This design comes from an exercise in tuning for small area on the open sky130 flow, not from production work.
At most, simulation tests tie the RTL to the original design; equivalence was not proved.
For run 7, only the layout was checked, not whether the RTL still works.
Power figures rest on the tool's default switching activity, not on a simulated workload.

**flow/config.mk**
```make
export PLATFORM = sky130hd
export DESIGN_NAME = execute_mc
export DESIGN_NICKNAME = execute_mc
export VERILOG_FILES = /design/flow/design.v
export SDC_FILE = /design/flow/constraint.sdc
export NUM_CORES = 4
export LEC_CHECK = 0
export CAP_MARGIN = 20
export CORE_MARGIN = 2
export CORE_UTILIZATION = 40
export SLEW_MARGIN = 20
```
**flow/constraint.sdc**
```tcl
create_clock -name core_clock -period 7.0 [get_ports {clk}]
set_input_delay 1.4000 -clock core_clock [delete_from_list [all_inputs] [get_ports {clk}]]
set_output_delay 1.4000 -clock core_clock [all_outputs]
set_load 0.01 [all_outputs]
```
**flow/design.v**
```verilog
module execute_mc #(
  parameter int N      = 64,
  parameter int MUL_EN = 1
) (
  input  logic         clk,
  input  logic         reset,
  input  logic         valid_E,
  input  logic         flush_E,
  input  logic         AluSrc,
  input  logic [3:0]   AluControl,
  input  logic         MulOp,
  input  logic [N-1:0] PC_E,
  input  logic [N-1:0] signImm_E,
  input  logic [N-1:0] readData1_E,
  input  logic [N-1:0] readData2_E,
  output logic         stall_E,
  output logic [N-1:0] PCBranch_M,
  output logic [N-1:0] aluResult_M,
  output logic [N-1:0] writeData_M,
  output logic         zero_M,
  output logic         valid_M
);
  localparam int W = 16;            
  localparam int C = N / W;         
  logic [7:0]   cnt_q;              
  logic         carry_q;            
  logic         pcarry_q;           
  logic         pmsb_q;             
  logic [1:0]   imsb_q;             
  logic [1:0]   ph;
  logic [5:0]   rnd;
  logic [5:0]   mbit;
  logic         mul;
  logic         pres, last, done;
  logic [1:0]   bsel;
  logic [W-1:0] a_c, b_c, imm_c, pc_c;
  logic [W-1:0] alu_b, x, y, res;
  logic         sub, cin, b_i;
  logic [W:0]   sum;
  logic [W:0]   psum;
  assign ph   = cnt_q[1:0];
  assign rnd  = cnt_q[7:2];
  assign mbit = ~rnd;               
  assign mul  = (MUL_EN != 0) & MulOp;
  assign pres = valid_E & ~flush_E;
  assign last = (ph == 2'd3);
  assign done = last & (~mul | (rnd == 6'd63));
  assign stall_E = ~done;
  assign bsel  = mul ? mbit[5:4] : ph;
  assign a_c   = readData1_E[ph*W +: W];
  assign b_c   = readData2_E[bsel*W +: W];
  assign imm_c = signImm_E[ph*W +: W];
  assign pc_c  = PC_E[ph*W +: W];
  assign b_i   = b_c[mbit[3:0]];
  function automatic logic [W:0] radd(input logic [W-1:0] p, input logic [W-1:0] q,
                                      input logic ci);
    logic [W-1:0] g, t;
    logic [W:0]   c;
    g = p & q;
    t = p ^ q;
    c[0] = ci;
    for (int k = 0; k < W; k += 4) begin
      c[k+1] = g[k]   | (t[k]   & c[k]);
      c[k+2] = g[k+1] | (t[k+1] & g[k]) | (t[k+1] & t[k] & c[k]);
      c[k+3] = g[k+2] | (t[k+2] & g[k+1]) | (t[k+2] & t[k+1] & g[k])
             | (t[k+2] & t[k+1] & t[k] & c[k]);
      c[k+4] = g[k+3] | (t[k+3] & g[k+2]) | (t[k+3] & t[k+2] & g[k+1])
             | (t[k+3] & t[k+2] & t[k+1] & g[k]) | (t[k+3] & t[k+2] & t[k+1] & t[k] & c[k]);
    end
    radd = {c[W], t ^ c[W-1:0]};
  endfunction
  always_comb begin
    sub   = (AluControl == 4'b0110);
    alu_b = AluSrc ? imm_c : b_c;
    if (mul) begin
      x   = a_c & {W{b_i}};
      y   = (rnd == 6'd0) ? '0 : {aluResult_M[W-2:0], (ph == 2'd0) ? 1'b0 : pmsb_q};
      cin = (ph == 2'd0) ? 1'b0 : carry_q;
    end else begin
      x   = a_c;
      y   = alu_b ^ {W{sub}};
      cin = (ph == 2'd0) ? sub : carry_q;
    end
    sum = radd(x, y, cin);
    if (mul) res = sum[W-1:0];
    else begin
      case (AluControl)
        4'b0000: res = a_c & alu_b;
        4'b0001: res = a_c | alu_b;
        4'b0010: res = sum[W-1:0];
        4'b0110: res = sum[W-1:0];
        4'b0111: res = alu_b;
        4'b1100: res = ~(a_c | alu_b);
        default: res = '0;
      endcase
    end
    psum = radd(pc_c, {imm_c[W-3:0], (ph == 2'd0) ? 2'b00 : imsb_q},
                (ph == 2'd0) ? 1'b0 : pcarry_q);
  end
  always_ff @(posedge clk) begin
    if (reset) begin
      cnt_q   <= '0;
      valid_M <= 1'b0;
    end else begin
      cnt_q   <= (pres & ~done) ? cnt_q + 8'd1 : 8'd0;
      valid_M <= pres & done;
    end
  end
  always_ff @(posedge clk) begin
    carry_q     <= sum[W];
    pcarry_q    <= psum[W];
    pmsb_q      <= aluResult_M[W-1];
    imsb_q      <= imm_c[W-1:W-2];
    aluResult_M <= {res, aluResult_M[N-1:W]};
    PCBranch_M  <= {psum[W-1:0], PCBranch_M[N-1:W]};
    writeData_M <= readData2_E;
  end
  assign zero_M = (aluResult_M == '0);
endmodule
```
**flow/run.sh**
```bash
#!/bin/bash
# synth_recipe.tcl (not shown) runs the flow's synth.tcl, then flattens the netlist and writes it again
# the make line also repeats each setting of config.mk as NAME=value (left out here)
make -C /OpenROAD-flow-scripts/flow DESIGN_CONFIG=/design/flow/config.mk WORK_HOME=/design/flow/orfs CLKGATE_MAP_FILE= SYNTH_SCRIPT=/design/flow/synth_recipe.tcl finish
```
==> run summary, run 1 <==
* Ys async rst share at 0
* Final setup fails at 0
* Layout cells sized above 1 at 0.120
* Placed insts at 1,448
* Synth area leader: dfxtp_1
* Hold_buf cts at 0
* Top cell type's share of synthesized area at 0.471
* Reg2Reg Depth at 17
* Gr usage total at 0.301
* Kind of critical path: in2reg
* DRC violation total after the first TritonRoute iteration at 503
* Worst R2R Setup Slack at 1.72 ns
* Avg WL per Cell at 23.7 um
* Slew HR at 0.332
* Worst min path class: reg2reg
* Sequential area share after synthesis at 0.471
* Sink Count at 206
* Worst hold stages at 0
* Synth cell types at 57
* CTS root buffer: clkbuf_16
* HP Start: PCBranch_M[22]
* Fin crit share at 0.898
* Most frequent cell after synthesis: dfxtp_1
* Rows at 54
* Final Critical Period at 6.29 ns
* Status: finished clean
* Post-Place Setup Slack at 0.217 ns
* H-tree Lvls at 1
* Max Root-Sink Buffers at 3
* Port buffer count at 460
* Worst reg2reg startpoint: cnt_q[0]
* Leakage power at 5.64 nW
* Die ar. at 23,100 um2
* Arr. time, crit path at 6.68 ns
* EDFF count, synth at 0
* Compound-Gate Fraction of Synth Area at 0.0788
* Critical R2R Capture: aluResult_M[61]
* Synth-to-layout area growth at 65.5%
* Die width at 152 um
* Crit end category: register
* MaxCap Viol Count at 0
* RSZ-0062 raised after global routing: false
* Starting Density at 0.404
* Most frequent cells after synthesis: dfxtp_1 (206), mux4_2 (69), ha_1 (34), nand2_1 (34), nor2_1 (33)
* Startpoint Class: input pin
* Clock latency (worst-skew pair) at 0.51 ns
* Post-synthesis mux area share at 0.199
* First-pass GRT wire length at 52.5 mm
* Tightest Pin Transition at 0.995 ns
* Finished Layout Cells at 1,490
* Adder-Cell Fraction of Synth Area at 0.0851
* Top cells by area, synth: dfxtp_1 (47%), mux4_2 (18%), ha_1 (4.9%)
* Largest net degree at the start of global routing at 54
* Synthesized area at 8760 um2
* Die H at 152 um
* Flops & latches, synth at 206
* Net count, final at 1,500
* CTS tree: built
* CORE AREA at 21,700 um2
* CTS Buf Count at 22
* Fill cells at 1,715
* Largest family of logic cells by synthesized area: multiplexers
* Total Wirelength at 35.3 mm
* Min setup slack post-route at 0.714 ns
* Slew Viols, Final at 0
* Clk slew on worst S/H paths at 0.06 ns
* CP required at 7.39 ns
* Number of global-route vias before repair at 8,145
* Synth Area in XOR/XNOR at 0.0380
* P per Cell Area at 268 nW/um2
* Fin Setup TNS at 0 ns
* Avg Inst Size Synth at 12.0 um2
* GRT Residual Overflow at 0
* FMAX at 159 MHz
* Initial antenna violation count at 1
* Cells after synthesis at 729
* Routed vias at 7,930
* Final hold viol count at 0
* Number of vias per cell at 5.32
* Routability congestion estimate at 0.954
* FF+latch area at 4130 um2
* Final ANT Viol Nets at 0
* Simple-gate share of the synthesized area at 0.101
* DPL Wire Length at 29.3 mm
* Clock Skew at 0.00816 ns
* Pre-antenna DRT Iters at 5
* Setup Buffers After CTS at 0
* Combined area of the multi-input logic cells at 4410 um2
* Max FO, Critical Path at 16
* Yosys warns at 1
* Synth Flop Type: dfxtp_1
* Remaining DRCs at 0
* Mapped Nets at 1,037
* VDD IR max at 0.188 mV
* Ports at 461
* Post_cts resized at 0
* Hold path endpoint: PCBranch_M[6]
==> worst max-delay path, stage by stage <==
cell,delay [ns]
clkdlybuf4s50_1,0.70
nor2_4,0.04
a21oi_2,0.16
buf_12,0.20
mux4_2,0.54
mux4_2,0.49
mux4_2,0.50
nor2b_4,0.21
nor2b_1,0.10
ha_1,0.28
o21a_1,0.20
o21ai_0,0.24
a211oi_1,0.13
o21ai_1,0.20
a21oi_1,0.15
or2_2,0.32
fa_1,0.43
xor2_1,0.17
a22oi_1,0.13
o21ai_1,0.08
==> stage by stage <==
step,total power (W),hold slack [ns],area (um2),util
CTS,0.00390,0.346,14500,0.668
global placement,0.00267,0.334,13700,0.633
floorplan,0.00193,0.382,8760,-
detailed placement,0.00268,0.335,13700,0.633
finish,0.00388,0.349,14500,0.669
global route,0.00404,0.359,14500,0.668
==> how the worst max path moves through the flow <==
stage,from,to,slack [ns]
4_1_cts,MulOp,aluResult_M[61],0.75
3_3_place_gp,MulOp,aluResult_M[61],0.31
2_1_floorplan,MulOp,aluResult_M[61],0.73
6_report,MulOp,aluResult_M[61],0.71
5_1_grt,MulOp,aluResult_M[61],0.38
3_5_place_dp,MulOp,aluResult_M[61],0.22
==> state kept, by name, summed over array words and instances, names as in the netlist <==
register and cells:
PCBranch_M 64, aluResult_M 64, writeData_M 64, cnt_q 8, imsb_q 2, carry_q 1
pcarry_q 1, pmsb_q 1, valid_M 1
==> placed cells by master, fill, tap and decap left out, types with 12 or more instances in the layout <==
master / Yosys / layout
inv_2: 15 / 15
mux4_2: 69 / 69
nor2b_1: 23 / 23
clkdlybuf4s50_1: 0 / 460
xor2_1: 31 / 31
nand2_1: 34 / 34
maj3_1: 16 / 16
mux2i_1: 19 / 19
ha_1: 34 / 34
buf_4: 2 / 12
nor2_1: 33 / 33
nor4_1: 19 / 18
dfxtp_1: 206 / 204
a21oi_1: 31 / 30
nor3_1: 18 / 18
o22ai_1: 16 / 16
clkbuf_16: 0 / 22
o21ai_1: 12 / 13
==> area by class of cell <==
| type | instances | share of cell area |
|---|---|---|
| Antenna cell | 3 | 0.000518 |
| Clock buffer | 29 | 0.0432 |
| Clock inverter | 10 | 0.0101 |
| Inverter | 25 | 0.00647 |
| Multi-Input combinational cell | 463 | 0.304 |
| Sequential cell | 206 | 0.285 |
| Tap cell | 280 | 0.0242 |
| Timing Repair Buffer | 474 | 0.326 |
==> power by group <==
part	total, W	switching (W)	leakage (nW)	internal, W
combinational	0.00112	0.000468	3.53	0.000649
clock	0.00123	0.000482	0.379	0.000744
sequential	0.00154	0.000149	1.73	0.00139
==> per-layer routing <==
| metal | vias to the layer above | global-route usage | routed length [um] |
|---|---|---|---|
| li1 | 3637 | - | - |
| met4 | 0 | 0.0837 | 973 |
| met1 | 3846 | 0.396 | 15000 |
| met3 | 59 | 0.0967 | 3190 |
| met2 | 388 | 0.480 | 16200 |
| met5 | - | 0 | 0 |
==> logic make-up after synthesis <==
group,Yosys count
flip-flops,206
AND/OR/NAND/NOR,169
AO/OA/AOI/OAI,110
multiplexers,88
buffers and inverters,60
adder cells (fa/ha/maj),58
XOR/XNOR,38
==> run 2: changes to the inputs <==
==> flow/flow/run.sh (new file) <==
#!/bin/bash
# The standard layout, with the port buffers made of the smallest buffer cell
# (sky130_fd_sc_hd__buf_1) instead of the one buffer_ports picks by default.
set -euo pipefail
cd "$(dirname "$0")/.."
export BUFFER_PORTS_ARGS="-buffer_cell sky130_fd_sc_hd__buf_1"
bash standard.sh finish > standard_flow.log 2>&1
==> flow/standard.sh (new file) <==
#!/bin/bash
# synth_recipe.tcl (not shown) runs the flow's synth.tcl, then flattens the netlist and writes it again
# the make line also repeats each setting of config.mk as NAME=value (left out here)
make -C /OpenROAD-flow-scripts/flow DESIGN_CONFIG=/design/flow/config.mk WORK_HOME=/design/flow/orfs CLKGATE_MAP_FILE= SYNTH_SCRIPT=/design/flow/synth_recipe.tcl "${@:-finish}"
removed: flow/run.sh
==> run 2 against run 1 <==
  * Routed wire length fell by 7.0%
  * Clock-buffer cell count unchanged
  * Utilization decreased by 14 points
  * Still clean on timing, DRC and antenna
  * Maximum frequency rose by 3.9%
  * Synthesized cell count did not move
  * Clock power fell by 3%
==> run summary, run 2 <==
* First-pass GRT wire length at 48.6 mm
* Placed Area at 10,800 um2
* Rows at 54
* Most common cell after layout, fill and taps aside: buf_1
* CTS root buffer: clkbuf_16
* Gate power share at 0.215
* Max FO, Critical Path at 16
* FMAX at 165 MHz
* Avg Inst Size Synth at 12.0 um2
* Most frequent cell after synthesis: dfxtp_1
* Largest net degree at the start of global routing at 54
* Yosys warns at 1
* Post-Place Setup Slack at 0.439 ns
* Synth cell types at 57
* H-tree Lvls at 1
* CORE AREA at 21,700 um2
* CP required at 7.40 ns
* Number of vias per cell at 5.25
* VDD IR max at 0.164 mV
* Fill cells at 1,972
* Clk slew on worst S/H paths at 0.06 ns
* Pre-antenna DRT Iters at 5
* Clock latency (worst-skew pair) at 0.51 ns
* Setup Buffers After CTS at 0
* P per Cell Area at 300 nW/um2
* Starting Density at 0.404
* Ys async rst share at 0
* Total Wirelength at 32.8 mm
* Crit end category: register
* Commonest cells after routing, fill and taps aside: buf_1 (459), dfxtp_1 (204), mux4_2 (69), nand2_1 (34), ha_1 (34)
* Sink Count at 206
* Number of global-route vias before repair at 7,708
* Die H at 152 um
* Gr usage total at 0.277
* Arr. time, crit path at 6.45 ns
* Top cells by area, synth: dfxtp_1 (47%), mux4_2 (18%), ha_1 (4.9%)
* Max Root-Sink Buffers at 3
* Post_cts resized at 0
* Kind of critical path: in2reg
* Slew HR at 0.360
* Clock Skew at 0.00691 ns
* DPL Wire Length at 27.0 mm
* Pint at 0.00238 W
* Finished Layout Cells at 1,489
* Port buffer count at 460
* Final ANT Viol Nets at 0
* Routed vias at 7,810
* GRT Residual Overflow at 0
* CTS tree: built
* Fin crit share at 0.864
* Reg power frac at 0.443
* Initial antenna violation count at 1
* Tightest Pin Transition at 0.953 ns
* Startpoint Class: input pin
* Avg WL per Cell at 22.0 um
* NetSw at 0.00109 W
* Remaining DRCs at 0
* Routability congestion estimate at 0.905
* Cells after synthesis at 729
* MaxCap Viol Count at 0
* Top cell type's share of synthesized area at 0.471
* Mapped Nets at 1,037
* CTS Buf Count at 23
* Final Critical Period at 6.05 ns
* Net count, final at 1,498
* Final hold viol count at 0
* Worst min path class: reg2reg
* Flops & latches, synth at 206
* Synth-to-layout area growth at 31.9%
* Sw Share at 0.315
* Most frequent cells after synthesis: dfxtp_1 (206), mux4_2 (69), ha_1 (34), nand2_1 (34), nor2_1 (33)
* Leakage power at 4.38 nW
* Layout cells sized above 1 at 0.120
* Min setup slack post-route at 0.949 ns
* Die ar. at 23,100 um2
* Fin Setup TNS at 0 ns
* Status: finished clean
* Hold_buf cts at 0
* Synthesized area at 8760 um2
* Synth area leader: dfxtp_1
* Slew Viols, Final at 0
* Clock power share at 0.342
* EDFF count, synth at 0
* Die width at 152 um
* Placed insts at 1,445
* RSZ-0062 raised after global routing: false
* Synth Flop Type: dfxtp_1
* Top flop regs: PCBranch_M (64), aluResult_M (64), writeData_M (64)
* Ports at 461
* DRC violation total after the first TritonRoute iteration at 615
* Final setup fails at 0
* Design area at 11,600 um2
* Sequential area share after synthesis at 0.471
run 2: layout make-up:
| class | instances | area, um2 | share of cell area |
|---|---|---|---|
| Antenna cell | 2 | 5.00 | 0.000433 |
| Tap cell | 280 | 350 | 0.0303 |
| Inverter | 25 | 93.8 | 0.00812 |
| Timing Repair Buffer | 471 | 1810 | 0.157 |
| Multi-Input combinational cell | 463 | 4410 | 0.382 |
| Clock buffer | 29 | 639 | 0.0553 |
| Sequential cell | 206 | 4130 | 0.357 |
| Clock inverter | 13 | 113 | 0.00975 |
run 2: metrics by stage:
| stage | total power (W) | hold slack, ns | util |
|---|---|---|---|
| after floorplan | 0.00193 | 0.382 | - |
| after detailed placement | 0.00231 | 0.334 | 0.498 |
| after global placement | 0.00230 | 0.333 | 0.498 |
| after global routing | 0.00363 | 0.353 | 0.533 |
| after CTS | 0.00349 | 0.348 | 0.533 |
| final | 0.00347 | 0.347 | 0.533 |
run 2: kinds of logic (layout without fill, tap and decap cells):
group           Yosys count  in the layout  synth area share
compound gates          110            110            0.0788
xor+xnor                 38             38            0.0380
fa+ha+maj                58             58            0.0851
buf+inv                  60            538            0.0277
flops                   206            206             0.471
mux                      88             88             0.199
other cells               0              2                 0
simple gates            169            169             0.101
run 2: metal layers:
layer / share of wire / up-vias / global-route usage
li1: - / 3644 / -
met1: 0.46 / 3700 / 0.398
met2: 0.44 / 422 / 0.419
met3: 0.085 / 44 / 0.0665
met4: 0.023 / 0 / 0.0765
met5: 0 / - / 0
run 2: power by group through the flow:
stage	registers [W]	logic, W	clock network [W]
3_3_place_gp	0.00156	0.000744	0
5_1_grt	0.00156	0.000809	0.00125
4_1_cts	0.00154	0.000748	0.00120
3_5_place_dp	0.00156	0.000745	0
2_1_floorplan	0.00161	0.000318	0
6_report	0.00154	0.000746	0.00119
run 2: worst paths after layout:
check                 startpoint               to  slack (ns)  depth (start not counted)
setup / recovery           MulOp  aluResult_M[61]        0.95                         20
hold / removal    PCBranch_M[27]   PCBranch_M[11]        0.35                          0
setup reg to reg        cnt_q[0]  aluResult_M[61]        1.32                         19
hold reg to reg   PCBranch_M[27]   PCBranch_M[11]        0.35                          0
run 2: worst max-delay path, stage by stage:
cell      delay (ns)
clkbuf_2        0.15
nor2_4          0.04
a21oi_2         0.10
buf_4           0.30
mux4_2          0.58
mux4_2          0.50
mux4_2          0.51
nor2b_4         0.40
nor2b_1         0.14
ha_1            0.30
o21a_1          0.20
o21ai_0         0.20
a211oi_1        0.12
o21ai_1         0.23
a21oi_1         0.15
or2_2           0.32
fa_1            0.43
xor2_1          0.17
a22oi_1         0.13
o21ai_1         0.08
==> run 3: changes to the inputs <==
--- a/flow/config.mk
+++ b/flow/config.mk
@@ -8,4 +8,5 @@
 export CAP_MARGIN = 20
 export CORE_MARGIN = 2
-export CORE_UTILIZATION = 40
+export CORE_UTILIZATION = 65
+export CTS_BUF_LIST = sky130_fd_sc_hd__clkbuf_4
 export SLEW_MARGIN = 20
==> run 3 against run 2 <==
  * The flow now stops in 3_2_place_iop
  * Synthesized area unchanged
  * Synthesized cell count did not move
==> run summary, run 3 <==
* Status: stopped before the end
* Stopping stage: 3_2_place_iop
* Error message: [ERROR PPL-0024] Number of IO pins (461) exceeds maximum number of available positions (426). Increase the die perimeter from 480.42um to 626.96um.
* Avg Inst Size Synth at 12.0 um2
* Most frequent cell after synthesis: dfxtp_1
* Die width at 120 um
* EDFF count, synth at 0
* Ys async rst share at 0
* Sequential area share after synthesis at 0.471
* Most frequent cells after synthesis: dfxtp_1 (206), mux4_2 (69), ha_1 (34), nand2_1 (34), nor2_1 (33)
* Rows at 42
* Cells after synthesis at 729
* Yosys warns at 1
* Synthesized area at 8760 um2
* Synth cell types at 57
* Die H at 120 um
* Mapped Nets at 1,037
* Synth Flop Type: dfxtp_1
* Synth area leader: dfxtp_1
* Flops & latches, synth at 206
* Top cell type's share of synthesized area at 0.471
* Top cells by area, synth: dfxtp_1 (47%), mux4_2 (18%), ha_1 (4.9%)
* Starting Density at 0.664
[run 3: cell counts after synthesis]
No cell type changed its count.
[run 3: cells by family after synthesis]
group,after synthesis,share of synthesized area
AND/OR/NAND/NOR,169,0.101
flip-flops,206,0.471
XOR/XNOR,38,0.0380
multiplexers,88,0.199
buffers and inverters,60,0.0277
AO/OA/AOI/OAI,110,0.0788
adder cells (fa/ha/maj),58,0.0851
==> run 4: changes to the inputs <==
--- a/flow/config.mk
+++ b/flow/config.mk
@@ -9,4 +9,5 @@
 export CORE_MARGIN = 2
 export CORE_UTILIZATION = 65
-export CTS_BUF_LIST = sky130_fd_sc_hd__clkbuf_4
+export CTS_BUF_LIST = sky130_fd_sc_hd__clkbuf_8
+export CTS_CLUSTER_SIZE = 30
 export SLEW_MARGIN = 20
==> run 4 against run 3 <==
  * The run again fails in 3_2_place_iop
  * Synthesized area unchanged
  * Synthesized cell count did not move
==> run summary, run 4 <==
* Status: stopped before the end
* Stopping stage: 3_2_place_iop
* Error message: [ERROR PPL-0024] Number of IO pins (461) exceeds maximum number of available positions (426). Increase the die perimeter from 480.42um to 626.96um.
* Compound-Gate Fraction of Synth Area at 0.0788
* Simple-gate share of the synthesized area at 0.101
* Ys async rst share at 0
* Rows at 42
* Post-synthesis mux area share at 0.199
* EDFF count, synth at 0
* Flops & latches, synth at 206
* Starting Density at 0.664
* Yosys warns at 1
* Synth area leader: dfxtp_1
* Sequential area share after synthesis at 0.471
* Top cell type's share of synthesized area at 0.471
* Avg Inst Size Synth at 12.0 um2
* Top cells by area, synth: dfxtp_1 (47%), mux4_2 (18%), ha_1 (4.9%)
* Mapped Nets at 1,037
* Die H at 120 um
* Cells after synthesis at 729
* Synth cell types at 57
* Most frequent cells after synthesis: dfxtp_1 (206), mux4_2 (69), ha_1 (34), nand2_1 (34), nor2_1 (33)
* Most frequent cell after synthesis: dfxtp_1
* Synth Area in XOR/XNOR at 0.0380
* Synthesized area at 8760 um2
* Adder-Cell Fraction of Synth Area at 0.0851
* Largest family of logic cells by synthesized area: multiplexers
* Die width at 120 um
* Synth Flop Type: dfxtp_1
run 4: cell counts after synthesis:
Identical to the previous run, type by type.
run 4: logic make-up after synthesis:
| group | after synthesis |
|---|---|
| flip-flops | 206 |
| AND/OR/NAND/NOR | 169 |
| AO/OA/AOI/OAI | 110 |
| multiplexers | 88 |
| buffers and inverters | 60 |
| adder cells (fa/ha/maj) | 58 |
| XOR/XNOR | 38 |
==> run 5: changes to the inputs <==
--- a/flow/config.mk
+++ b/flow/config.mk
@@ -7,4 +7,5 @@
 export LEC_CHECK = 0
 export CAP_MARGIN = 20
+export CORE_ASPECT_RATIO = 0.28
 export CORE_MARGIN = 2
 export CORE_UTILIZATION = 65
==> run 5 against run 4 <==
  * The run now finishes clean
  * Synthesized cell count unchanged
  * Synthesized area unchanged
==> run summary, run 5 <==
* Status: finished clean
* Net count, final at 1,500
* Total Wirelength at 34.0 mm
* Post_cts resized at 0
* Leakage power at 4.26 nW
* Cells after synthesis at 729
* Clock latency (worst-skew pair) at 0.55 ns
* Largest net degree at the start of global routing at 54
* Pre-antenna DRT Iters at 6
* H-tree Lvls at 1
* Clock Skew at 0.0296 ns
* Fin Setup TNS at 0 ns
* Remaining DRCs at 0
* MaxCap Viol Count at 0
* Cells along the critical path: clkbuf_2 > nor2_4 > a21oi_2 > buf_4 > mux4_2 > mux4_2 > mux4_2 > nor2b_4 > buf_4 > nor2b_1 > ha_1 > nand3_1 > a211oi_1 > o21ai_1 > a21oi_1 > or2_2 > fa_1 > a22oi_1 > o21ai_1
* Post-synthesis mux area share at 0.199
* Largest family of logic cells by synthesized area: multiplexers
* CORE AREA at 13,100 um2
* Avg Inst Size Synth at 12.0 um2
* Critical-path top delay cell: mux4_2
* Top cells by area, synth: dfxtp_1 (47%), mux4_2 (18%), ha_1 (4.9%)
* Layout cells sized above 1 at 0.115
* Tightest Pin Transition at 1.13 ns
* Pint at 0.00207 W
* Synth-to-layout area growth at 27.0%
* EDFF count, synth at 0
* Die ar. at 14,600 um2
* VDD IR max at 0.160 mV
* Max Root-Sink Buffers at 3
* Number of vias per cell at 6.28
* Worst min path class: reg2reg
* Hold_buf cts at 0
* Mapped Nets at 1,037
* Commonest cells after routing, fill and taps aside: buf_1 (459), dfxtp_1 (204), mux4_2 (69), nand2_1 (34), ha_1 (34)
* Adder-Cell Fraction of Synth Area at 0.0851
* Slowest stage delay, CP at 0.57 ns
* Yosys warns at 1
* Most frequent cells after synthesis: dfxtp_1 (206), mux4_2 (69), ha_1 (34), nand2_1 (34), nor2_1 (33)
* Initial antenna violation count at 3
* Post-layout util at 0.849
* Most frequent cell after synthesis: dfxtp_1
* Sink Count at 206
* Die H at 65.4 um
* Fin crit share at 0.869
* RSZ-0062 raised after global routing: false
* First-pass GRT wire length at 48.3 mm
* Gr usage total at 0.457
* P per Cell Area at 284 nW/um2
* Arr. time, crit path at 6.49 ns
* DRC violation total after the first TritonRoute iteration at 1,180
* Crit end category: register
* Simple-gate share of the synthesized area at 0.101
* Slew HR at 0.242
* Number of global-route vias before repair at 8,080
* CTS Buf Count at 24
* GRT Residual Overflow at 0
* Gate power share at 0.247
* Synthesized area at 8760 um2
* Synth Flop Type: dfxtp_1
* CTS root buffer: clkbuf_8
* CTS tree: built
* Die width at 223 um
* Final ANT Viol Nets at 0
* Top flop regs: PCBranch_M (64), aluResult_M (64), writeData_M (64)
* Top cell type's share of synthesized area at 0.471
* Final hold slack at 0.348 ns
* Startpoint Class: input pin
* Final Critical Period at 6.08 ns
* Synth area leader: dfxtp_1
* CP required at 7.41 ns
* Most common cell after layout, fill and taps aside: buf_1
* Setup Buffers After CTS at 0
* Rows at 22
* Ports at 461
* Sequential area share after synthesis at 0.471
* Routed vias at 8,710
* FMAX at 164 MHz
* NetSw at 0.00109 W
* Most used cell, CP: mux4_2
* Max FO, Critical Path at 16
* Compound-Gate Fraction of Synth Area at 0.0788
* DPL Wire Length at 27.1 mm
* Clk slew on worst S/H paths at 0.09 ns
* Routability congestion estimate at 1.01
* Ys async rst share at 0
* Port buffer count at 460
* Synth Area in XOR/XNOR at 0.0380
* Clock power share at 0.261
* Sw Share at 0.346
* Final hold viol count at 0
* Final setup fails at 0
* Kind of critical path: in2reg
* Avg WL per Cell at 24.5 um
* Slew Viols, Final at 0
* Synth cell types at 57
* Flops & latches, synth at 206
* Reg power frac at 0.492
* Starting Density at 0.669
[run 5: cell counts after synthesis]
No cell type changed its count.
[run 5: area by class of cell]
type	instances	area (um2)
well taps	180	225
repair buffers	472	1820
clock inverters	13	80.1
clock buffers	26	358
inverters	25	93.8
flip-flops and latches	206	4130
fillers	737	1970
multi-input cells	463	4420
diodes	2	5.00
[run 5: cells by family (layout without fill, tap and decap cells)]
kind of cell | Yosys count | count (layout)
flops | 206 | 206
simple gates | 169 | 169
compound gates | 110 | 110
mux | 88 | 88
buf+inv | 60 | 536
fa+ha+maj | 58 | 58
xor+xnor | 38 | 38
other cells | 0 | 2
[run 5: path summary, 6_finish.rpt]
| kind | startpoint | depth (start not counted) | endpoint | slack [ns] |
|---|---|---|---|---|
| max | MulOp | 19 | aluResult_M[60] | 0.92 |
| max reg2reg | cnt_q[0] | 18 | aluResult_M[60] | 1.23 |
| min | PCBranch_M[27] | 0 | PCBranch_M[11] | 0.35 |
| min reg2reg | PCBranch_M[27] | 0 | PCBranch_M[11] | 0.35 |
[run 5: metrics by stage]
stage	cell area, um2	power (W)	worst slack (ns)	cells
after floorplan	8760	0.00193	0.733	729
after global routing	11100	0.00325	0.644	1385
after global placement	10700	0.00228	0.627	1346
after detailed placement	10700	0.00231	0.451	1346
after CTS	11100	0.00311	0.982	1385
final	11100	0.00316	0.919	1387
[run 5: routing by layer]
layer | global-route usage | vias to the layer above | wire length (um)
met1 | 0.613 | 4203 | 13100
li1 | - | 3629 | -
met2 | 0.674 | 745 | 14500
met4 | 0.149 | 4 | 1080
met5 | 0 | - | 22
met3 | 0.195 | 129 | 5340
[run 5: power by group through the flow]
stage	registers, W	logic [W]	clock network, W
after floorplan	0.00161	0.000318	0
after global placement	0.00155	0.000726	0
after detailed placement	0.00156	0.000747	0
after CTS	0.00154	0.000760	0.000809
after global routing	0.00156	0.000825	0.000863
final	0.00156	0.000780	0.000825
[run 5: worst max-delay path, delay by kind of cell]
kind	cells	cell delay, ns
multiplexers	3	1.66
AO/OA/AOI/OAI	6	1.34
buffers and inverters	3	0.70
AND/OR/NAND/NOR	5	0.64
adder cells (fa/ha/maj)	2	0.74
==> run 6: changes to the inputs <==
==> flow/config.mk (replaced) <==
export PLATFORM = sky130hd
export DESIGN_NAME = execute_mc
export DESIGN_NICKNAME = execute_mc
export VERILOG_FILES = /design/flow/design.v
export SDC_FILE = /design/flow/constraint.sdc
export NUM_CORES = 4
export LEC_CHECK = 0
export CAP_MARGIN = 20
export CORE_ASPECT_RATIO = 0.35
export CORE_MARGIN = 2
export CORE_UTILIZATION = 55
export CTS_BUF_LIST = sky130_fd_sc_hd__clkbuf_4
export SLEW_MARGIN = 20
==> run 6 against run 5 <==
  * Still clean on timing, DRC and antenna
  * Flip-flop and latch count stayed put
  * Non-clock buffer count is 3 lower
  * Design area is 1.0% higher
  * Global-route usage is 7.0 points lower
  * Register-to-register slack hardly changed
  * Clock power is about 10% higher
  * Synthesized cell count stayed put
  * Sequential share of layout area is 0.38 points lower
  * First-iteration DRC count is 33% lower
  * Critical endpoint is now aluResult_M[61]
==> run summary, run 6 <==
* Status: finished clean
* Ports at 461
* CTS tree: built
* Critical R2R Capture: aluResult_M[61]
* Largest net degree at the start of global routing at 54
* CP required at 7.54 ns
* Met3 usage in global routing at 0.167
* Slowest stage delay, CP at 0.59 ns
* Synth area leader: dfxtp_1
* Hold_buf cts at 0
* Reg2Reg Depth at 19
* Routability congestion estimate at 0.995
* Placed Area at 10,700 um2
* Post_cts resized at 0
* Avg Inst Size Synth at 12.0 um2
* Synth Flop Type: dfxtp_1
* Worst R2R Setup Slack at 1.22 ns
* Worst min path class: reg2reg
* Cells after synthesis at 729
* Tightest Pin Transition at 1.16 ns
* Top flop regs: PCBranch_M (64), aluResult_M (64), writeData_M (64)
* Synthesized area at 8760 um2
* EDFF count, synth at 0
* Clock Skew at 0.0486 ns
* Gr usage total at 0.387
* Cells along the critical path: clkbuf_2 > nor2_4 > a21oi_2 > buf_4 > mux4_2 > mux4_2 > mux4_2 > nor2b_4 > nor2b_1 > ha_1 > o21a_1 > o21ai_0 > a211oi_1 > o21ai_1 > a21oi_1 > or2_2 > fa_1 > xor2_1 > a22oi_1 > o21ai_1
* Leakage power at 4.31 nW
* Die ar. at 17,100 um2
* Number of vias per cell at 5.67
* Synth cell types at 57
* Avg WL per Cell at 22.9 um
* Worst hold stages at 0
* Critical-path top delay cell: mux4_2
* DRC violation total after the first TritonRoute iteration at 787
* FMAX at 162 MHz
* Yosys warns at 1
* Rows at 27
* First-pass GRT wire length at 47.9 mm
* Slew Viols, Final at 0
* Clock latency (worst-skew pair) at 0.66 ns
* CTS root buffer: clkbuf_4
* Die width at 217 um
* Met2 global-route usage at 0.552
* Worst reg2reg startpoint: cnt_q[0]
* Mapped Nets at 1,037
* Total Wirelength at 33.3 mm
* Routed vias at 8,250
* Sequential area share after synthesis at 0.471
* Final Critical Period at 6.18 ns
* Clk slew on worst S/H paths at 0.10 ns
* Setup Buffers After CTS at 0
* Net count, final at 1,514
* P per Cell Area at 287 nW/um2
* Final hold slack at 0.316 ns
* CORE AREA at 15,600 um2
* RSZ-0062 raised after global routing: false
* Crit end category: register
* Slew HR at 0.229
* Die H at 78.7 um
* Commonest cells after routing, fill and taps aside: buf_1 (459), dfxtp_1 (204), mux4_2 (69), clkbuf_4 (60)
* DPL Wire Length at 27.3 mm
* Startpoint Class: input pin
* Top cell type's share of synthesized area at 0.471
* Final ANT Viol Nets at 0
* Arr. time, crit path at 6.72 ns
* Most frequent cell after synthesis: dfxtp_1
* Starting Density at 0.560
* Final hold viol count at 0
* Crit path max-delay family: multiplexers
* Clock power share at 0.281
* Gate power share at 0.234
* MaxCap Viol Count at 0
* CTS Buf Count at 41
* Pint at 0.00212 W
* Most frequent cells after synthesis: dfxtp_1 (206), mux4_2 (69), ha_1 (34), nand2_1 (34), nor2_1 (33)
* Initial antenna violation count at 3
* Reg power frac at 0.484
* Flops & latches, synth at 206
* Sw Share at 0.343
* Remaining DRCs at 0
* GRT Residual Overflow at 0
* Pre-antenna DRT Iters at 5
* CP bufs+invs at 2
* Sink Count at 206
* Synth-to-layout area growth at 28.3%
* NetSw at 0.00111 W
* Fin Setup TNS at 0 ns
* Port buffer count at 460
* Ys async rst share at 0
* Kind of critical path: in2reg
* Max FO, Critical Path at 16
* HP Start: PCBranch_M[41]
* Fin crit share at 0.882
* Final setup fails at 0
* VDD IR max at 0.184 mV
* Design area at 11,200 um2
* Most common cell after layout, fill and taps aside: buf_1
* Most used cell, CP: mux4_2
* H-tree Lvls at 2
* Met1 Usage GRT at 0.533
* Post-layout util at 0.719
* Top cells by area, synth: dfxtp_1 (47%), mux4_2 (18%), ha_1 (4.9%)
* Hold path endpoint: PCBranch_M[25]
* Gr busiest metal: met2
* Layout cells sized above 1 at 0.139
* Max Root-Sink Buffers at 3
* Number of global-route vias before repair at 7,852
run 6: layout make-up:
type / instances / area (um2)
multi-input cells: 463 / 4410
clock inverters: 11 / 81.3
repair buffers: 469 / 1800
inverters: 25 / 93.8
fillers: 1228 / 4400
well taps: 217 / 272
diodes: 3 / 7.51
clock buffers: 60 / 450
flip-flops and latches: 206 / 4130
run 6: metrics by stage:
stage	worst slack [ns]	std cells	power (W)
2_1_floorplan	0.733	729	0.00193
3_3_place_gp	0.400	1380	0.00230
3_5_place_dp	0.253	1380	0.00232
4_1_cts	0.921	1451	0.00320
5_1_grt	0.546	1453	0.00337
6_report	0.823	1454	0.00323
run 6: routing by layer:
| metal | vias to the layer above | share of wire |
|---|---|---|
| li1 | 3680 | - |
| met1 | 4008 | 0.42 |
| met2 | 502 | 0.42 |
| met3 | 60 | 0.13 |
| met4 | 0 | 0.022 |
| met5 | - | 0 |
run 6: power by group through the flow:
stage | clock network, W | logic, W | registers [W]
2_1_floorplan | 0 | 0.000318 | 0.00161
3_3_place_gp | 0 | 0.000731 | 0.00157
3_5_place_dp | 0 | 0.000743 | 0.00158
4_1_cts | 0.000907 | 0.000746 | 0.00155
5_1_grt | 0.000976 | 0.000812 | 0.00158
6_report | 0.000908 | 0.000755 | 0.00156
run 6: cells by family after synthesis:
kind of cell / Yosys count / synth area share
xor+xnor: 38 / 0.0380
buf+inv: 60 / 0.0277
compound gates: 110 / 0.0788
flops: 206 / 0.471
simple gates: 169 / 0.101
fa+ha+maj: 58 / 0.0851
mux: 88 / 0.199
run 6: worst register-to-register path, stage by stage (launching register included):
cell and delay [ns]:
dfxtp_4 0.62, nor2_4 0.07, a21oi_2 0.10, buf_4 0.31, mux4_2 0.60, mux4_2 0.50, mux4_2 0.51, nor2b_4 0.41
nor2b_1 0.16, ha_1 0.31, o21a_1 0.20, o21ai_0 0.23, a211oi_1 0.12, o21ai_1 0.22, a21oi_1 0.18, or2_2 0.33
fa_1 0.44, xor2_1 0.17, a22oi_1 0.13, o21ai_1 0.08
run 6: how the worst max path moves through the flow:
stage / start / to / cells past startpoint
detailed placement: MulOp / aluResult_M[61] / 20
global placement: MulOp / aluResult_M[61] / 20
floorplan: MulOp / aluResult_M[61] / 21
global route: MulOp / aluResult_M[61] / 20
CTS: MulOp / aluResult_M[61] / 20
finish: MulOp / aluResult_M[61] / 20
==> run 7: changes to the inputs <==
--- a/flow/design.v
+++ b/flow/design.v
@@ -55,18 +55,11 @@
   function automatic logic [W:0] radd(input logic [W-1:0] p, input logic [W-1:0] q,
                                       input logic ci);
-    logic [W-1:0] g, t;
-    logic [W:0]   c;
-    g = p & q;
-    t = p ^ q;
+    logic [W:0] c;
     c[0] = ci;
-    for (int k = 0; k < W; k += 4) begin
-      c[k+1] = g[k]   | (t[k]   & c[k]);
-      c[k+2] = g[k+1] | (t[k+1] & g[k]) | (t[k+1] & t[k] & c[k]);
-      c[k+3] = g[k+2] | (t[k+2] & g[k+1]) | (t[k+2] & t[k+1] & g[k])
-             | (t[k+2] & t[k+1] & t[k] & c[k]);
-      c[k+4] = g[k+3] | (t[k+3] & g[k+2]) | (t[k+3] & t[k+2] & g[k+1])
-             | (t[k+3] & t[k+2] & t[k+1] & g[k]) | (t[k+3] & t[k+2] & t[k+1] & t[k] & c[k]);
+    for (int k = 0; k < W; k++) begin
+      radd[k]  = p[k] ^ q[k] ^ c[k];
+      c[k+1]   = (p[k] & q[k]) | (c[k] & (p[k] ^ q[k]));
     end
-    radd = {c[W], t ^ c[W-1:0]};
+    radd[W] = c[W];
   endfunction
   always_comb begin
==> flow/run.sh (new file) <==
#!/bin/bash
# synth_recipe.tcl (not shown) runs the flow's synth.tcl, then flattens the netlist and writes it again
# the make line also repeats each setting of config.mk as NAME=value (left out here)
make -C /OpenROAD-flow-scripts/flow DESIGN_CONFIG=/design/flow/config.mk WORK_HOME=/design/flow/orfs CLKGATE_MAP_FILE= SYNTH_SCRIPT=/design/flow/synth_recipe.tcl finish
--- a/flow/config.mk
+++ b/flow/config.mk
@@ -7,7 +7,5 @@
 export LEC_CHECK = 0
 export CAP_MARGIN = 20
-export CORE_ASPECT_RATIO = 0.35
 export CORE_MARGIN = 2
-export CORE_UTILIZATION = 55
-export CTS_BUF_LIST = sky130_fd_sc_hd__clkbuf_4
+export CORE_UTILIZATION = 40
 export SLEW_MARGIN = 20
removed: flow/flow/run.sh
removed: flow/standard.sh
==> run 7 against run 6 <==
  * Now fails the layout checks on negative setup slack
  * Final cell count up 13%
  * Clock-buffer cell count fell by 31
  * Flip-flop and latch count is the same
  * Setup slack worse by 2.3 ns
  * Synthesized area grew 2.6%
  * Routed wire length grew 16%
  * Synthesized cell count grew 6.3%
  * Clock power rose by 31%
  * Design area rose by 39%
  * Non-clock buffer count rose by 124
  * Largest cell class is now non-clock buffers
  * Largest power group unchanged
==> run summary, run 7 <==
* Max FO, Critical Path at 4
* Startpoint Class: input pin
* Synth area leader: dfxtp_1
* Routed vias at 8,712
* Avg Inst Size Synth at 11.6 um2
* CTS root buffer: clkbuf_16
* Worst Setup SP: MulOp
* Critical Path End: aluResult_M[63]
* Hold_buf cts at 0
* Tightest Pin Transition at 1.12 ns
* Die width at 154 um
* Reg2Reg Depth at 25
* Gate power share at 0.299
* DRC violation total after the first TritonRoute iteration at 513
* Met3 WL at 3.19 mm
* Sw Share at 0.282
* Wire length on met2 at 19.2 mm
* Mapped Nets at 1,075
* Net count, final at 1,642
* Levels on crit path at 26
* Synth-to-layout area growth at 74.4%
* Gr usage total at 0.323
* EDFF count, synth at 0
* Total Wirelength at 38.7 mm
* Ys async rst share at 0
* Ports at 461
* Slew HR at 0.252
* GRT Residual Overflow at 0
* Rows at 54
* Clock Skew at 0.0192 ns
* Sink Count at 206
* Slowest stage delay, CP at 0.60 ns
* P per Cell Area at 249 nW/um2
* DR top layer: met4
* Initial antenna violation count at 3
* Critical R2R Capture: aluResult_M[63]
* CTS Buf Count at 22
* Largest net degree at the start of global routing at 37
* Crit end category: register
* Combined area of the multi-input logic cells at 4740 um2
* CORE AREA at 22,000 um2
* Number of global-route vias before repair at 9,253
* Final ANT Viol Nets at 0
* CTS tree: built
* Top cell type's share of synthesized area at 0.459
* Post-Place Setup Slack at -2.42 ns
* Fin crit share at 1.21
* Placed Area at 14,800 um2
* Final Critical Period at 8.46 ns
* Top flop regs: PCBranch_M (64), aluResult_M (64), writeData_M (64)
* Max Root-Sink Buffers at 3
* Starting Density at 0.409
* Final setup fails at 7
* Min setup slack post-route at -1.46 ns
* Fill cells at 1,658
* Metal-1 WL at 15.6 mm
* Commonest cells after routing, fill and taps aside: clkdlybuf4s50_1 (443), dfxtp_1 (204), buf_4 (128), nand2_1 (63), mux4_2 (50)
* Clock latency (worst-skew pair) at 0.50 ns
* Leakage power at 6.21 nW
* Critical-path top delay cell: mux4_2
* Pint at 0.00280 W
* Most common cell after layout, fill and taps aside: clkdlybuf4s50_1
* CP required at 7.40 ns
* Arr. time, crit path at 8.85 ns
* Port buffer count at 460
* H-tree Lvls at 1
* Sequential area share after synthesis at 0.459
* Worst min path class: reg2reg
* Final hold viol count at 0
* FF+latch area at 4130 um2
* Yosys warns at 1
* Worst R2R Setup Slack at -0.79 ns
* Slew Viols, Final at 0
* Status: finished with violations
* MaxCap Viol Count at 0
* Routability congestion estimate at 0.912
* Worst reg2reg startpoint: cnt_q[6]
* Flops & latches, synth at 206
* VDD IR max at 0.199 mV
* Number of vias per cell at 5.32
* Remaining DRCs at 0
* HP Start: PCBranch_M[37]
* Crit path max-delay family: adder cells
* RSZ-0062 raised after global routing: true
* Most frequent cells after synthesis: dfxtp_1 (206), nand2_1 (64), mux4_2 (50)
* Pre-antenna DRT Iters at 5
* First-pass GRT wire length at 57.2 mm
* Die ar. at 23,700 um2
* CP bufs+invs at 3
* Synth cell types at 65
* Most frequent cell after synthesis: dfxtp_1
* Fin Setup TNS at -5.28 ns
* Avg WL per Cell at 23.6 um
* Clock power share at 0.303
* FMAX at 118 MHz
* Synth Flop Type: dfxtp_1
* Top cells by area, synth: dfxtp_1 (46%), mux4_2 (13%), fa_1 (7.1%)
* Clk slew on worst S/H paths at 0.07 ns
* Synthesized area at 8990 um2
* Layout Check Fails: negative setup slack
* Layout cells sized above 1 at 0.238
* Reg power frac at 0.398
* DPL Wire Length at 32.2 mm
* Die H at 154 um
* Most used cell, CP: fa_2
* Design area at 15,700 um2
* Kind of critical path: in2reg
* Total power at 0.00391 W
* NetSw at 0.00110 W
* Cells after synthesis at 775
## run 7: per-layer routing
metal / GRT usage / up-vias
met5: 0 / -
met3: 0.0761 / 49
li1: - / 3965
met2: 0.566 / 471
met4: 0.0819 / 0
met1: 0.403 / 4227
## run 7: how the worst min path moves through the flow
stage	endpoint	slack [ns]	cells after the start
2_1_floorplan	PCBranch_M[0]	0.38	0
3_3_place_gp	PCBranch_M[1]	0.33	0
3_5_place_dp	PCBranch_M[28]	0.34	0
4_1_cts	PCBranch_M[21]	0.33	0
5_1_grt	PCBranch_M[38]	0.35	0
6_report	PCBranch_M[21]	0.34	0
## run 7: power by group through the flow
| stage | clock network (W) | registers, W | logic [W] |
|---|---|---|---|
| finish | 0.00119 | 0.00155 | 0.00117 |
| global route | 0.00125 | 0.00157 | 0.00123 |
| CTS | 0.00120 | 0.00155 | 0.00116 |
| detailed placement | 0 | 0.00158 | 0.00115 |
| global placement | 0 | 0.00157 | 0.00115 |
| floorplan | 0 | 0.00164 | 0.000274 |
## run 7: what timing repair did
action | 4_1_cts | 5_1_grt
gates resized for setup | 59 | 9
pin swaps | 8 | 2
setup buffers | 3 | 0
setup endpoints to repair | 10 | 9
## run 7: cell type report
cell class                 instances  area share
timing repair buffer             593       0.360
sequential                       206       0.263
multi-input combinational        502       0.303
clock buffer                      29      0.0407
tap                              280      0.0223
clock inverter                     9     0.00671
antenna                            3    0.000479
inverter                          17     0.00407
## run 7: kinds of logic after synthesis
kind of cell / count (synthesis) / synth area share
AOI/OAI and AO/OA: 137 / 0.111
xor gates and xnor gates: 22 / 0.0214
adders and majority gates: 37 / 0.0774
buffers and inverters: 67 / 0.0392
DFF: 206 / 0.459
muxes: 81 / 0.160
and+or+nand+nor: 225 / 0.132
## run 7: metrics by stage
stage,hold slack (ns),std cells,utilization
after CTS,0.335,1636,0.711
after floorplan,0.382,775,-
after global placement,0.332,1595,0.674
after global routing,0.348,1639,0.714
after detailed placement,0.336,1595,0.674
final,0.336,1639,0.714
## run 7: worst register-to-register path: stages, from the launching register on
cell and delay (ns):
dfxtp_1 0.32, and2_4 0.18, nor2_4 0.18, mux4_2 0.61, mux2i_4 0.21, xor2_1 0.17
o21ai_1 0.10, fa_2 0.37, fa_2 0.34, fa_2 0.34, fa_2 0.35, fa_2 0.35
fa_2 0.35, fa_2 0.34, fa_2 0.34, fa_2 0.34, fa_2 0.34, fa_2 0.37
fa_2 0.36, fa_2 0.35, inv_2 0.07, fa_2 0.20, inv_2 0.04, fa_2 0.34
fa_2 0.41, a221o_1 0.32
==> run 8: changes to the inputs <==
--- a/flow/design.v
+++ b/flow/design.v
@@ -55,11 +55,18 @@
   function automatic logic [W:0] radd(input logic [W-1:0] p, input logic [W-1:0] q,
                                       input logic ci);
-    logic [W:0] c;
+    logic [W-1:0] g, t;
+    logic [W:0]   c;
+    g = p & q;
+    t = p ^ q;
     c[0] = ci;
-    for (int k = 0; k < W; k++) begin
-      radd[k]  = p[k] ^ q[k] ^ c[k];
-      c[k+1]   = (p[k] & q[k]) | (c[k] & (p[k] ^ q[k]));
+    for (int k = 0; k < W; k += 4) begin
+      c[k+1] = g[k]   | (t[k]   & c[k]);
+      c[k+2] = g[k+1] | (t[k+1] & g[k]) | (t[k+1] & t[k] & c[k]);
+      c[k+3] = g[k+2] | (t[k+2] & g[k+1]) | (t[k+2] & t[k+1] & g[k])
+             | (t[k+2] & t[k+1] & t[k] & c[k]);
+      c[k+4] = g[k+3] | (t[k+3] & g[k+2]) | (t[k+3] & t[k+2] & g[k+1])
+             | (t[k+3] & t[k+2] & t[k+1] & g[k]) | (t[k+3] & t[k+2] & t[k+1] & t[k] & c[k]);
     end
-    radd[W] = c[W];
+    radd = {c[W], t ^ c[W-1:0]};
   endfunction
   always_comb begin
==> flow/flow/run.sh (new file) <==
#!/bin/bash
# The standard layout (standard.sh) with two changes:
#  - synthesis maps the logic with an area-oriented ABC script (flow/abc_area.script, used
#    through ABC_AREA=1 on a copy of ORFS's scripts folder); registers are untouched;
#  - the port buffers are the smallest buffer cell, sky130_fd_sc_hd__buf_1.
set -euo pipefail
cd "$(dirname "$0")/.."
W=$PWD
rm -rf "$W/scripts_area"
cp -r "$FLOW_HOME/scripts" "$W/scripts_area"
cp "$W/flow/abc_area.script" "$W/scripts_area/abc_area.script"
export BUFFER_PORTS_ARGS="-buffer_cell sky130_fd_sc_hd__buf_1"
bash standard.sh SCRIPTS_DIR="$W/scripts_area" ABC_AREA=1 finish > standard_flow.log 2>&1
==> flow/flow/abc_area.script (new file) <==
strash
dch
map -a
mfs2
strash
dch
map -a
topo
stime -c
==> flow/standard.sh (new file) <==
#!/bin/bash
# synth_recipe.tcl (not shown) runs the flow's synth.tcl, then flattens the netlist and writes it again
# the make line also repeats each setting of config.mk as NAME=value (left out here)
make -C /OpenROAD-flow-scripts/flow DESIGN_CONFIG=/design/flow/config.mk WORK_HOME=/design/flow/orfs CLKGATE_MAP_FILE= SYNTH_SCRIPT=/design/flow/synth_recipe.tcl "${@:-finish}"
--- a/flow/config.mk
+++ b/flow/config.mk
@@ -7,5 +7,8 @@
 export LEC_CHECK = 0
 export CAP_MARGIN = 20
+export CORE_ASPECT_RATIO = 0.28
 export CORE_MARGIN = 2
-export CORE_UTILIZATION = 40
+export CORE_UTILIZATION = 65
+export CTS_BUF_LIST = sky130_fd_sc_hd__clkbuf_8
+export CTS_CLUSTER_SIZE = 30
 export SLEW_MARGIN = 20
removed: flow/run.sh
==> run 8 against run 7 <==
  * The run now finishes clean
  * Via count rose by 28%
  * Final cell count rose by 5.6%
  * Critical path type unchanged
  * Clock skew rose by 0.013 ns
  * Sequential share of layout area rose by 10 points
==> run summary, run 8 <==
* Status: finished clean
* Avg WL per Cell at 22.4 um
* Remaining DRCs at 0
* Cells after synthesis at 1,031
* Fin crit share at 0.932
* Reg power frac at 0.474
* Total power at 0.00329 W
* HP Start: PCBranch_M[49]
* Total Wirelength at 38.7 mm
* Ys async rst share at 0
* Top cells by area, synth: dfxtp_1 (48%), o21ai_0 (8.3%), nor2_1 (7.2%)
* Commonest cells after routing, fill and taps aside: buf_1 (460), dfxtp_1 (204), nor2_1 (163), nand2_1 (144), o21ai_0 (134)
* CP required at 7.43 ns
* MaxCap Viol Count at 0
* P per Cell Area at 291 nW/um2
* Synth Area in XOR/XNOR at 0.0184
* Worst min path class: reg2reg
* Largest family of logic cells by synthesized area: compound AO/OA/AOI/OAI gates
* EDFF count, synth at 0
* Slowest stage delay, CP at 0.43 ns
* Routed vias at 11,100
* DRC violation total after the first TritonRoute iteration at 2,296
* Die H at 64.8 um
* Slew Viols, Final at 0
* Ports at 461
* Port buffer count at 460
* Critical-path top delay cell: fa_2
* First-pass GRT wire length at 56.1 mm
* Synth Flop Type: dfxtp_1
* Routability congestion estimate at 1.13
* Avg Inst Size Synth at 8.31 um2
* Simple-gate share of the synthesized area at 0.173
* Rows at 22
* Sink Count at 206
* Most frequent cells after synthesis: dfxtp_1 (206), nor2_1 (164), nand2_1 (144)
* Sw Share at 0.345
* Die width at 221 um
* Clock Skew at 0.0323 ns
* Final hold viol count at 0
* Clock power share at 0.289
* Max Root-Sink Buffers at 3
* Pre-antenna DRT Iters at 13
* H-tree Lvls at 1
* Hold_buf cts at 0
* Post-Place Setup Slack at -0.0297 ns
* Number of vias per cell at 6.43
* NetSw at 0.00114 W
* Most used cell, CP: nor2_1
* Slew HR at 0.398
* Final ANT Viol Nets at 0
* Worst reg2reg startpoint: cnt_q[1]
* Max FO, Critical Path at 33
* Tightest Pin Transition at 0.894 ns
* Gate power share at 0.237
* Most frequent cell after synthesis: dfxtp_1
* RSZ-0062 raised after global routing: false
* Clk slew on worst S/H paths at 0.09 ns
* Min setup slack post-route at 0.477 ns
* Startpoint Class: input pin
* CTS Buf Count at 24
* CTS root buffer: clkbuf_8
* Number of global-route vias before repair at 9,826
* Fill cells at 693
* Layout cells sized above 1 at 0.0575
* Most common cell after layout, fill and taps aside: buf_1
* Hold path endpoint: PCBranch_M[33]
* Starting Density at 0.661
* Post_cts resized at 0
* Top flop regs: PCBranch_M (64), aluResult_M (64), writeData_M (64)
* Kind of critical path: in2reg
* Clock latency (worst-skew pair) at 0.56 ns
* Die ar. at 14,300 um2
* Leakage power at 4.39 nW
* Worst R2R Setup Slack at 1.03 ns
* Sequential area share after synthesis at 0.481
* Flops & latches, synth at 206
* Worst hold stages at 0
* Synthesized area at 8570 um2
* Gr usage total at 0.516
* Crit end category: register
* Final setup fails at 0
* FMAX at 153 MHz
* Synth area leader: dfxtp_1
* Top cell type's share of synthesized area at 0.481
* Post-synthesis mux area share at 0
* Net count, final at 1,842
* Adder-Cell Fraction of Synth Area at 0.0683
* Pint at 0.00216 W
* GRT Residual Overflow at 0
* Critical R2R Capture: aluResult_M[61]
* DPL Wire Length at 28.1 mm
* VDD IR max at 0.352 mV
* Final Critical Period at 6.52 ns
* Arr. time, crit path at 6.95 ns
* CORE AREA at 13,000 um2
* Yosys warns at 1
* Initial antenna violation count at 2
* Largest net degree at the start of global routing at 67
* Reg2Reg Depth at 24
* Synth-to-layout area growth at 32.0%
* Mapped Nets at 1,339
* Synth cell types at 36
* Compound-Gate Fraction of Synth Area at 0.223
* CTS tree: built
==> run 8: how the worst max path moves through the flow <==
stage,depth (start not counted),startpoint,endpoint
6_report,30,MulOp,aluResult_M[61]
4_1_cts,24,MulOp,aluResult_M[61]
5_1_grt,28,MulOp,aluResult_M[61]
2_1_floorplan,26,MulOp,aluResult_M[61]
3_3_place_gp,25,MulOp,aluResult_M[61]
3_5_place_dp,25,MulOp,aluResult_M[61]
==> run 8: power by group through the flow <==
stage	sequential [W]	clock [W]	combinational, W
floorplan	0.00162	0	0.000275
global placement	0.00154	0	0.000699
detailed placement	0.00156	0	0.000724
CTS	0.00154	0.000937	0.000747
global route	0.00157	0.000991	0.000816
finish	0.00156	0.000951	0.000779
==> run 8: cell families (layout without fill, tap and decap cells) <==
logic type,Yosys count,after routing
and+or+nand+nor,367,367
AOI/OAI and AO/OA,315,315
DFF,206,206
buffers and inverters,83,601
adders and majority gates,42,42
xor gates and xnor gates,18,18
other,0,1
==> run 8: final cells by class <==
cell class	instances	area [um2]	area share
antenna	1	2.50	0.000221
clock buffer	31	427	0.0377
clock inverter	10	119	0.0105
inverter	83	314	0.0278
multi-input combinational	742	4240	0.374
sequential	206	4130	0.365
tap	180	225	0.0199
timing repair buffer	477	1870	0.165
==> run 8: per-layer routing <==
layer  wire length, um  GRT usage  up-vias
met2             15500      0.745     1171
met5               172     0.0394        -
met3              7560      0.298      291
met1             13500      0.634     5004
li1                  -          -     4651
met4              2030      0.197        6
==> run 8: what timing repair did <==
| item | CTS | global route |
|---|---|---|
| endpoints found under the setup margin | 0 | 1 |
| buffers inserted | 0 | 1 |
| hold endpoints to repair | 0 | 0 |
==> run 8: stage by stage <==
step | cells | utilization | hold slack (ns) | instance area (um2) | setup TNS [ns]
detailed placement | 1687 | 0.829 | 0.334 | 10800 | -0.0297
global route | 1729 | 0.873 | 0.350 | 11300 | 0
CTS | 1728 | 0.871 | 0.342 | 11300 | 0
global placement | 1687 | 0.829 | 0.332 | 10800 | 0
floorplan | 1031 | - | 0.382 | 8660 | -11.41
finish | 1730 | 0.873 | 0.340 | 11300 | 0
==> run 8: critical path: cells and delay by family <==
| family | cells | cell delay, ns |
|---|---|---|
| AO/OA/AOI/OAI | 13 | 2.66 |
| buffers and inverters | 5 | 0.91 |
| adder cells (fa/ha/maj) | 2 | 0.79 |
| AND/OR/NAND/NOR | 9 | 0.98 |
| XOR/XNOR | 1 | 0.19 |
==> run 9: changes to the inputs <==
--- a/flow/config.mk
+++ b/flow/config.mk
@@ -7,7 +7,7 @@
 export LEC_CHECK = 0
 export CAP_MARGIN = 20
-export CORE_ASPECT_RATIO = 0.28
+export CORE_ASPECT_RATIO = 0.35
 export CORE_MARGIN = 2
-export CORE_UTILIZATION = 65
+export CORE_UTILIZATION = 55
 export CTS_BUF_LIST = sky130_fd_sc_hd__clkbuf_8
 export CTS_CLUSTER_SIZE = 30
==> run 9 against run 8 <==
  * Still clean
  * Clock-buffer cell count shrank 1
  * Synthesized cell count is the same
  * Worst hold slack gained 0.010 ns
  * Final cell count grew 2.0%
  * Sequential share of layout area is essentially flat
  * Routed wire length shrank 7.3%
  * Global-route usage shrank 10 points
  * Setup slack gained 0.052 ns
  * First-iteration DRC count shrank 47%
  * Critical endpoint unchanged
  * Largest power group unchanged
  * Highest routed layer unchanged
==> run summary, run 9 <==
* Status: finished clean
* DRC violation total after the first TritonRoute iteration at 1,225
* Startpoint Class: input pin
* Top flop regs: PCBranch_M (64), aluResult_M (64), writeData_M (64)
* Met3 WL at 4.54 mm
* EDFF count, synth at 0
* VDD IR max at 0.279 mV
* Pre-antenna DRT Iters at 6
* Sw Share at 0.350
* Rows at 26
* Leakage power at 4.38 nW
* Slew Viols, Final at 0
* FMAX at 155 MHz
* Final ANT Viol Nets at 0
* Ys async rst share at 0
* Most common cell after layout, fill and taps aside: buf_1
* FF+latch area at 4130 um2
* Clock power share at 0.288
* NetSw at 0.00112 W
* CORE AREA at 14,900 um2
* Reg power frac at 0.480
* Routability congestion estimate at 1.00
* CTS root buffer: clkbuf_8
* H-tree Lvls at 1
* Initial antenna violation count at 4
* Avg WL per Cell at 20.3 um
* Gate power share at 0.232
* DR top layer: met5
* Yosys warns at 1
* Avg Inst Size Synth at 8.31 um2
* Synth area leader: dfxtp_1
* Synthesized area at 8570 um2
* Die width at 215 um
* Metal-1 WL at 14.6 mm
* Fill cells at 1,115
* Synth cell types at 36
* Wire length on met2 at 15.8 mm
* Clk slew on worst S/H paths at 0.08 ns
* Die ar. at 16,700 um2
* CP required at 7.45 ns
* Setup Buffers After CTS at 0
* Critical-path top delay cell: a31oi_4
* CTS Buf Count at 26
* Mapped Nets at 1,339
* Max FO, Critical Path at 25
* Largest net degree at the start of global routing at 60
* Synth Flop Type: dfxtp_1
* Worst R2R Setup Slack at 0.79 ns
* Remaining DRCs at 0
* Reg2Reg Depth at 23
* Kind of critical path: in2reg
* Max Root-Sink Buffers at 3
* Most used cell, CP: nor2_1
* Number of global-route vias before repair at 9,423
* Total power at 0.00321 W
* Gr usage total at 0.415
* P per Cell Area at 283 nW/um2
* Die H at 77.9 um
* Arr. time, crit path at 6.92 ns
* RSZ-0062 raised after global routing: false
* Sequential area share after synthesis at 0.481
* Worst hold stages at 0
* Routed vias at 10,300
* Pint at 0.00209 W
* Slowest stage delay, CP at 0.53 ns
* Commonest cells after routing, fill and taps aside: buf_1 (460), dfxtp_1 (204), nor2_1 (163), nand2_1 (144), o21ai_0 (134)
* Hold_buf cts at 0
* Ports at 461
* Synth-to-layout area growth at 32.1%
* Layout cells sized above 1 at 0.0586
* Most frequent cells after synthesis: dfxtp_1 (206), nor2_1 (164), nand2_1 (144)
* Post_cts resized at 0
* GRT Residual Overflow at 0
* Total Wirelength at 35.9 mm
* Net count, final at 1,841
* Final setup fails at 0
* Final hold viol count at 0
* Top cell type's share of synthesized area at 0.481
* Top cells by area, synth: dfxtp_1 (48%), o21ai_0 (8.3%), nor2_1 (7.2%)
* Post-layout util at 0.760
* Number of vias per cell at 5.85
* Clock Skew at 0.0386 ns
* Port buffer count at 460
* CTS tree: built
* Starting Density at 0.575
* Fin crit share at 0.924
* Flops & latches, synth at 206
* Combined area of the multi-input logic cells at 4240 um2
* First-pass GRT wire length at 53.0 mm
* Tightest Pin Transition at 1.06 ns
* Clock latency (worst-skew pair) at 0.59 ns
* Sink Count at 206
* Worst min path class: reg2reg
* Most frequent cell after synthesis: dfxtp_1
* DPL Wire Length at 27.8 mm
* Final Critical Period at 6.47 ns
* Cells after synthesis at 1,031
* MaxCap Viol Count at 0
* Slew HR at 0.286
* Crit end category: register
## run 9: kinds of logic after synthesis
group | share of synthesized area
XOR/XNOR | 0.0184
AO/OA/AOI/OAI | 0.223
AND/OR/NAND/NOR | 0.173
buffers and inverters | 0.0363
flip-flops | 0.481
adder cells (fa/ha/maj) | 0.0683
## run 9: metrics by stage
step / cell area (um2) / hold slack [ns] / instances / TNS [ns] / setup WS [ns]
after floorplan: 8660 / 0.382 / 1031 / -11.41 / -1.56
after CTS: 11300 / 0.350 / 1763 / 0 / 0.466
after global placement: 10800 / 0.332 / 1715 / 0 / 0.131
after detailed placement: 10800 / 0.337 / 1715 / -0.0625 / -0.0625
final: 11300 / 0.350 / 1765 / 0 / 0.529
after global routing: 11300 / 0.353 / 1763 / 0 / 0.132
## run 9: area by class of cell
type                       instances  area share
multi-input combinational        742       0.374
sequential                       206       0.364
timing repair buffer             474       0.163
clock buffer                      30      0.0365
inverter                          83      0.0277
tap                              210      0.0232
clock inverter                    18      0.0108
antenna                            2    0.000442
## run 9: path summary, 6_finish.rpt
kind	start	end
worst min register to register	PCBranch_M[39]	PCBranch_M[23]
worst max-delay path	MulOp	aluResult_M[61]
worst min-delay path	PCBranch_M[39]	PCBranch_M[23]
worst max register to register	cnt_q[0]	aluResult_M[61]
## run 9: power by group through the flow
stage                     Combinational [W]  Sequential, W  Clock [W]
after global routing               0.000799        0.00156   0.000966
after global placement             0.000711        0.00154          0
after floorplan                    0.000275        0.00162          0
after CTS                          0.000729        0.00153   0.000911
after detailed placement           0.000721        0.00156          0
final                              0.000744        0.00154   0.000923
## run 9: critical path: cells and delay by family
family / cells / cell delay, ns
buffers and inverters: 3 / 0.72
xor gates and xnor gates: 1 / 0.15
AOI/OAI and AO/OA: 14 / 2.91
and+or+nand+nor: 9 / 0.96
adders and majority gates: 2 / 0.77
## run 9: per-layer routing
metal  track usage  vias to the layer above
li1              -                     4661
met1         0.554                     4816
met2         0.649                      749
met3         0.136                       91
met4         0.112                        4
met5             0                        -

afterwards: timing with drivers on the ports:
How much do the figures lean on ideal ports? The routed layouts below were timed once more, with nothing changed but the port constraints. Step 1 (the two cells are an assumption about what drives the block):
set clk [get_ports {clk}]
set_driving_cell -lib_cell sky130_fd_sc_hd__clkbuf_16 $clk
set_driving_cell -lib_cell sky130_fd_sc_hd__buf_2 [delete_from_list [all_inputs] $clk]
Step 2 also shifts input and output timing later by t, the mid clock arrival at the registers, as if the neighbouring blocks saw the same clock. a / b / c = ideal ports / drivers / drivers and shift; a / b = the first two.
run	t (ns)	setup slack, ns	worst setup path after step 2
run 1	0.556	0.714 / 0.725 / 0.169	input to register
run 2	0.552	0.949 / 0.945 / 0.393	input to register
run 5	0.586	0.919 / 0.933 / 0.347	input to register
run 6	0.674	0.823 / 0.821 / 0.147	input to register
run 7	0.546	-1.456 / -1.463 / -2.009	input to register
run 8	0.586	0.477 / 0.485 / -0.101	input to register
run 9	0.610	0.529 / 0.477 / -0.133	input to register
Met with ideal ports but missed after step 2: setup timing in run 8 and run 9. The setup slack of run 6, which loses most, moves by -0.002 ns with the drivers and by -0.676 ns with both steps.
